Context: an optimization exercise on an open-source flow, tuned for small area, a short achievable clock period and few clock cycles per item. The choices shown serve that exercise and are no tape-out recipe. Where RTL was checked, it was by simulation tests only, not by an equivalence proof against the original. Power is estimated from default activity; no workload was simulated.

==> flow/design.v <==
`timescale 1ns / 1ps
package tpeq_pkg;
   localparam int DEFAULT_QUEUE_DEPTH = 16;
   localparam int ACTION_W   = 2;
   localparam int HANDLER_W  = 16;
   localparam int ARGUMENT_W = 16;
   localparam int ENTRY_W    = HANDLER_W + ARGUMENT_W;
   localparam int TOTAL_W    = 6;
   localparam int REQ_TDATA_W = 32;
   localparam int REQ_TUSER_W = 3;
   localparam int RSP_TDATA_W = 40;
   localparam int RSP_TUSER_W = 4;
   localparam logic [ACTION_W-1:0] ACT_PUSH = 2'd0;
   localparam logic [ACTION_W-1:0] ACT_POP  = 2'd1;
   localparam logic [ACTION_W-1:0] ACT_PEEK = 2'd2;
   typedef struct packed {
      logic accept;
      logic execute;
   } cmd_type;
   typedef struct packed {
      logic rsp_busy;
   } status_type;
endpackage
`timescale 1ns / 1ps
module two_priority_event_queue #(
   parameter int QUEUE_DEPTH = tpeq_pkg::DEFAULT_QUEUE_DEPTH
) (
   input  logic                             clock,
   input  logic                             reset,
   input  logic                             req_tvalid,
   output logic                             req_tready,
   input  logic [tpeq_pkg::REQ_TDATA_W-1:0] req_tdata,
   input  logic [tpeq_pkg::REQ_TUSER_W-1:0] req_tuser,
   output logic                             rsp_tvalid,
   input  logic                             rsp_tready,
   output logic [tpeq_pkg::RSP_TDATA_W-1:0] rsp_tdata,
   output logic [tpeq_pkg::RSP_TUSER_W-1:0] rsp_tuser
);
   localparam int PTR_W = $clog2(QUEUE_DEPTH);
   localparam int CNT_W = $clog2(QUEUE_DEPTH + 1);
   localparam int ENT_W = tpeq_pkg::ENTRY_W;
   localparam int TOT_W = tpeq_pkg::TOTAL_W;
   logic [ENT_W-1:0] high_mem [QUEUE_DEPTH];
   logic [ENT_W-1:0] low_mem  [QUEUE_DEPTH];
   logic [QUEUE_DEPTH-1:0] high_sel_ff;                   
   logic [QUEUE_DEPTH-1:0] low_head_ff;                   
   logic [QUEUE_DEPTH-1:0] low_sel_vec_ff;                
   logic [QUEUE_DEPTH-1:0] high_wr_ff, low_wr_ff;        
   logic [CNT_W-1:0]       high_count_ff, low_count_ff;
   logic                   high_any_ff;                   
   logic                   low_sel_ff;                    
   logic             rsp_tvalid_ff;
   logic [ENT_W-1:0] rsp_entry_ff;
   logic [TOT_W-1:0] total_ff;
   logic [3:0]       rsp_flags_ff;
   logic       accept;
   logic [1:0] action;
   logic       prio;
   logic       is_push, is_pop, is_read;
   logic       high_full, low_full, high_one, low_one, high_nearly, low_nearly;
   logic       push_ok, push_dropped, pop_ok;
   logic       high_push, low_push, high_pop, low_pop;
   logic       high_any_in, low_any_in;
   logic       entry_valid, from_high;
   logic [TOT_W-1:0] total_in;
   logic             all_empty;
   logic [2*QUEUE_DEPTH-1:0] head_sel;
   logic [ENT_W-1:0]         entry_word;
   assign req_tready = !rsp_tvalid_ff || rsp_tready;
   assign accept     = req_tvalid && req_tready;
   assign action  = req_tuser[1:0];
   assign prio    = req_tuser[2];
   assign is_push = (action == tpeq_pkg::ACT_PUSH);
   assign is_pop  = (action == tpeq_pkg::ACT_POP);
   assign is_read = (action == tpeq_pkg::ACT_POP) || (action == tpeq_pkg::ACT_PEEK);
   assign high_full = high_count_ff[CNT_W-1];
   assign low_full  = low_count_ff[CNT_W-1];
   assign high_one  = (high_count_ff == CNT_W'(1));
   assign high_nearly = (high_count_ff == CNT_W'(QUEUE_DEPTH - 1));
   assign low_nearly  = (low_count_ff == CNT_W'(QUEUE_DEPTH - 1));
   assign low_one   = (low_count_ff == CNT_W'(1));
   assign push_dropped = is_push && (prio ? high_full : low_full);
   assign push_ok      = is_push && !(prio ? high_full : low_full);
   assign pop_ok       = is_pop && (high_any_ff || low_sel_ff);
   assign high_push    = accept && push_ok && prio;
   assign low_push     = accept && push_ok && !prio;
   assign high_pop     = accept && is_pop && high_any_ff;
   assign low_pop      = accept && is_pop && low_sel_ff;
   assign high_any_in = high_push || (high_any_ff && !(high_pop && high_one));
   assign low_any_in  = low_push || ((low_count_ff != '0) && !(low_pop && low_one));
   assign head_sel = {low_sel_vec_ff, high_sel_ff};
   logic [QUEUE_DEPTH-1:0] high_sel_in, low_head_in, high_wr_in, low_wr_in;
   logic                   low_sel_in;
   always_comb begin
      if (high_pop)
         high_sel_in = high_one ? '0 : {high_sel_ff[QUEUE_DEPTH-2:0], high_sel_ff[QUEUE_DEPTH-1]};
      else if (high_push && !high_any_ff)
         high_sel_in = high_wr_ff;       
      else
         high_sel_in = high_sel_ff;
      if (high_push)
         high_wr_in = high_nearly ? '0 : {high_wr_ff[QUEUE_DEPTH-2:0], high_wr_ff[QUEUE_DEPTH-1]};
      else if (high_pop && high_full)
         high_wr_in = high_sel_ff;
      else
         high_wr_in = high_wr_ff;
      if (low_push)
         low_wr_in = low_nearly ? '0 : {low_wr_ff[QUEUE_DEPTH-2:0], low_wr_ff[QUEUE_DEPTH-1]};
      else if (low_pop && low_full)
         low_wr_in = low_head_ff;
      else
         low_wr_in = low_wr_ff;
   end
   assign low_head_in = low_pop ? {low_head_ff[QUEUE_DEPTH-2:0], low_head_ff[QUEUE_DEPTH-1]}
                                : low_head_ff;
   assign low_sel_in  = !high_any_in && low_any_in;
   for (genvar b = 0; b < ENT_W; b++) begin : g_rd
      logic [2*QUEUE_DEPTH-1:0] column;
      for (genvar i = 0; i < QUEUE_DEPTH; i++) begin : g_col
         assign column[i]               = high_mem[i][b];
         assign column[QUEUE_DEPTH + i] = low_mem[i][b];
      end
      tpeq_read_bit #(.N(2*QUEUE_DEPTH)) u_rd (
         .sel  (head_sel),
         .data (column),
         .en   (is_read),
         .bit_o(entry_word[b])
      );
   end
   assign entry_valid = is_read && (high_any_ff || low_sel_ff);
   assign from_high   = is_read && high_any_ff;
   assign total_in = push_ok ? total_ff + 1'b1 :
                     pop_ok  ? total_ff - 1'b1 : total_ff;
   assign all_empty = !push_ok && (pop_ok ? (total_ff == TOT_W'(1)) : (total_ff == '0));
   always_ff @(posedge clock) begin
      for (int i = 0; i < QUEUE_DEPTH; i++) begin
         if (high_wr_ff[i]) high_mem[i] <= req_tdata;
         if (low_wr_ff[i])  low_mem[i]  <= req_tdata;
      end
   end
   always_ff @(posedge clock) begin
      if (reset) begin
         high_sel_ff    <= '0;
         low_head_ff    <= QUEUE_DEPTH'(1);
         low_sel_vec_ff <= '0;
         high_wr_ff    <= QUEUE_DEPTH'(1);
         low_wr_ff     <= QUEUE_DEPTH'(1);
         high_count_ff <= '0;
         low_count_ff  <= '0;
         high_any_ff   <= 1'b0;
         low_sel_ff    <= 1'b0;
         total_ff      <= '0;
         rsp_tvalid_ff <= 1'b0;
      end else begin
         high_wr_ff <= high_wr_in;
         low_wr_ff  <= low_wr_in;
         high_sel_ff    <= high_sel_in;
         low_head_ff    <= low_head_in;
         low_sel_vec_ff <= low_head_in & {QUEUE_DEPTH{low_sel_in}};
         if (high_push)     high_count_ff <= high_count_ff + 1'b1;
         else if (high_pop) high_count_ff <= high_count_ff - 1'b1;
         if (low_push)      low_count_ff <= low_count_ff + 1'b1;
         else if (low_pop)  low_count_ff <= low_count_ff - 1'b1;
         high_any_ff <= high_any_in;
         low_sel_ff  <= low_sel_in;
         if (accept) total_ff <= total_in;
         if (accept) rsp_tvalid_ff <= 1'b1;
         else if (rsp_tready) rsp_tvalid_ff <= 1'b0;
      end
   end
   logic [ENT_W+3:0] rsp_in, rsp_new, rsp_q;
   assign rsp_new = {all_empty, push_dropped, from_high, entry_valid, entry_word};
   assign rsp_q   = {rsp_flags_ff, rsp_entry_ff};
   for (genvar b = 0; b < ENT_W + 4; b++) begin : g_hold
      tpeq_hold u_rsp_hold (
         .load (accept),
         .d    (rsp_new[b]),
         .q    (rsp_q[b]),
         .d_out(rsp_in[b])
      );
   end
   always_ff @(posedge clock) begin
      {rsp_flags_ff, rsp_entry_ff} <= rsp_in;
   end
   assign rsp_tvalid = rsp_tvalid_ff;
   assign rsp_tdata  = {2'b00, total_ff, rsp_entry_ff};
   assign rsp_tuser  = rsp_flags_ff;
endmodule
module tpeq_read_bit #(
   parameter int N = 32
) (
   input  logic [N-1:0] sel,
   input  logic [N-1:0] data,
   input  logic         en,
   output logic         bit_o
);
   localparam int G3 = N / 3;
   localparam int R  = N - 3 * G3;
   localparam int G  = G3 + R;
   logic [G-1:0] none;
   for (genvar g = 0; g < G3; g++) begin : g_aoi
      tpeq_aoi222 u_aoi (
         .a1(sel[3*g]),   .a2(data[3*g]),
         .b1(sel[3*g+1]), .b2(data[3*g+1]),
         .c1(sel[3*g+2]), .c2(data[3*g+2]),
         .y (none[g])
      );
   end
   for (genvar r = 0; r < R; r++) begin : g_rest
      assign none[G3 + r] = !(sel[3*G3 + r] && data[3*G3 + r]);
   end
   assign bit_o = en && !(&none);
endmodule
module tpeq_aoi222 (
   input  logic a1, a2, b1, b2, c1, c2,
   output logic y
);
   assign y = !((a1 && a2) || (b1 && b2) || (c1 && c2));
endmodule
module tpeq_hold (
   input  logic load,
   input  logic d,
   input  logic q,
   output logic d_out
);
   assign d_out = load ? d : q;
endmodule
==> flow/config.mk <==
export PLATFORM = sky130hd
export DESIGN_NAME = two_priority_event_queue
export DESIGN_NICKNAME = two_priority_event_queue
export VERILOG_FILES = /design/flow/design.v
export SDC_FILE = /design/flow/constraint.sdc
export NUM_CORES = 4
export LEC_CHECK = 0
export CAP_MARGIN = 5
export CORE_MARGIN = 2
export CORE_UTILIZATION = 60
export CTS_CLUSTER_DIAMETER = 100
export CTS_CLUSTER_SIZE = 28
export SETUP_SLACK_MARGIN = 2.2
export SLEW_MARGIN = 5
export SYNTH_HIERARCHICAL = 1
==> flow/constraint.sdc <==
create_clock -name core_clock -period 4.2 [get_ports {clock}]
set_input_delay 0.8400 -clock core_clock [delete_from_list [all_inputs] [get_ports {clock}]]
set_output_delay 0.8400 -clock core_clock [all_outputs]
set_load 0.01 [all_outputs]
run.sh (not shown) runs the stock make flow with config.mk's settings and CLKGATE_MAP_FILE= SYNTH_SCRIPT=/design/flow/synth_recipe.tcl, a recipe that flattens the netlist after the stock synthesis.
Then changed:
--- a/flow/design.v
+++ b/flow/design.v
@@ -168,17 +168,13 @@
          else if (rsp_tready) rsp_tvalid_ff <= 1'b0;
       end
    end
-   logic [ENT_W+3:0] rsp_in, rsp_new, rsp_q;
-   assign rsp_new = {all_empty, push_dropped, from_high, entry_valid, entry_word};
-   assign rsp_q   = {rsp_flags_ff, rsp_entry_ff};
-   for (genvar b = 0; b < ENT_W + 4; b++) begin : g_hold
-      tpeq_hold u_rsp_hold (
-         .load (accept),
-         .d    (rsp_new[b]),
-         .q    (rsp_q[b]),
-         .d_out(rsp_in[b])
-      );
-   end
+   logic [ENT_W+3:0] rsp_in;
+   tpeq_hold #(.W(ENT_W + 4)) u_rsp_hold (
+      .load (accept),
+      .d    ({all_empty, push_dropped, from_high, entry_valid, entry_word}),
+      .q    ({rsp_flags_ff, rsp_entry_ff}),
+      .d_out(rsp_in)
+   );
    always_ff @(posedge clock) begin
       {rsp_flags_ff, rsp_entry_ff} <= rsp_in;
    end
@@ -196,7 +192,7 @@
 );
    localparam int G3 = N / 3;
    localparam int R  = N - 3 * G3;
-   localparam int G  = G3 + R;
+   localparam int G  = G3 + ((R != 0) ? 1 : 0);
    logic [G-1:0] none;
    for (genvar g = 0; g < G3; g++) begin : g_aoi
       tpeq_aoi222 u_aoi (
@@ -206,8 +202,14 @@
          .y (none[g])
       );
    end
-   for (genvar r = 0; r < R; r++) begin : g_rest
-      assign none[G3 + r] = !(sel[3*G3 + r] && data[3*G3 + r]);
+   if (R == 2) begin : g_r2
+      tpeq_aoi22 u_aoi (
+         .a1(sel[N-2]), .a2(data[N-2]),
+         .b1(sel[N-1]), .b2(data[N-1]),
+         .y (none[G-1])
+      );
+   end else if (R == 1) begin : g_r1
+      assign none[G-1] = !(sel[N-1] && data[N-1]);
    end
    assign bit_o = en && !(&none);
 endmodule
@@ -217,11 +219,19 @@
 );
    assign y = !((a1 && a2) || (b1 && b2) || (c1 && c2));
 endmodule
-module tpeq_hold (
-   input  logic load,
-   input  logic d,
-   input  logic q,
-   output logic d_out
+module tpeq_aoi22 (
+   input  logic a1, a2, b1, b2,
+   output logic y
+);
+   assign y = !((a1 && a2) || (b1 && b2));
+endmodule
+module tpeq_hold #(
+   parameter int W = 1
+) (
+   input  logic         load,
+   input  logic [W-1:0] d,
+   input  logic [W-1:0] q,
+   output logic [W-1:0] d_out
 );
    assign d_out = load ? d : q;
 endmodule
Effect: Sequential power stays flat; flip-flop and latch count does not change; area after synthesis came out higher by 0.64%; worst setup slack improved by 120 ps; utilization came out lower by 0.93 points; routed wire length came out higher by 2.1%; die area came out higher by 0.63%; combinational power is about the same.
Testbench counts after the change, summed over its fixed seeds: cycles 24,008, items 24,000.
Function not checked in the first run of this note: the RTL went through the layout flow alone.

-- what the ideal ports hide --
The results above use ideal ports. As a check the final layouts listed here were re-extracted and re-timed, cells and wires unchanged. Step 1: set_driving_cell puts a clkbuf_16 on clock and a buf_2 on each other input, an assumption about the parent block. Step 2, shift: input delay + t, output delay - t, t = (earliest + latest rising clock arrival at the registers) / 2. This alone moves slack from input paths to output paths. Three values: ideal, step 1, step 2; two values: the first two.
| run | t (ns) | setup slack, ns | worst setup path at the end | clock arrival spread, ns |
|---|---|---|---|---|
| the first run | 0.698 | 2.054 / 1.988 / 1.464 | input to register | 0.028 / 0.028 |
| the second run | 0.726 | 2.176 / 2.105 / 1.551 | input to register | 0.045 / 0.045 |
After both steps every run listed still meets setup and hold. For the second run, which loses most, drivers alone change the setup slack by -0.071 ns; drivers and shift together by -0.625 ns.
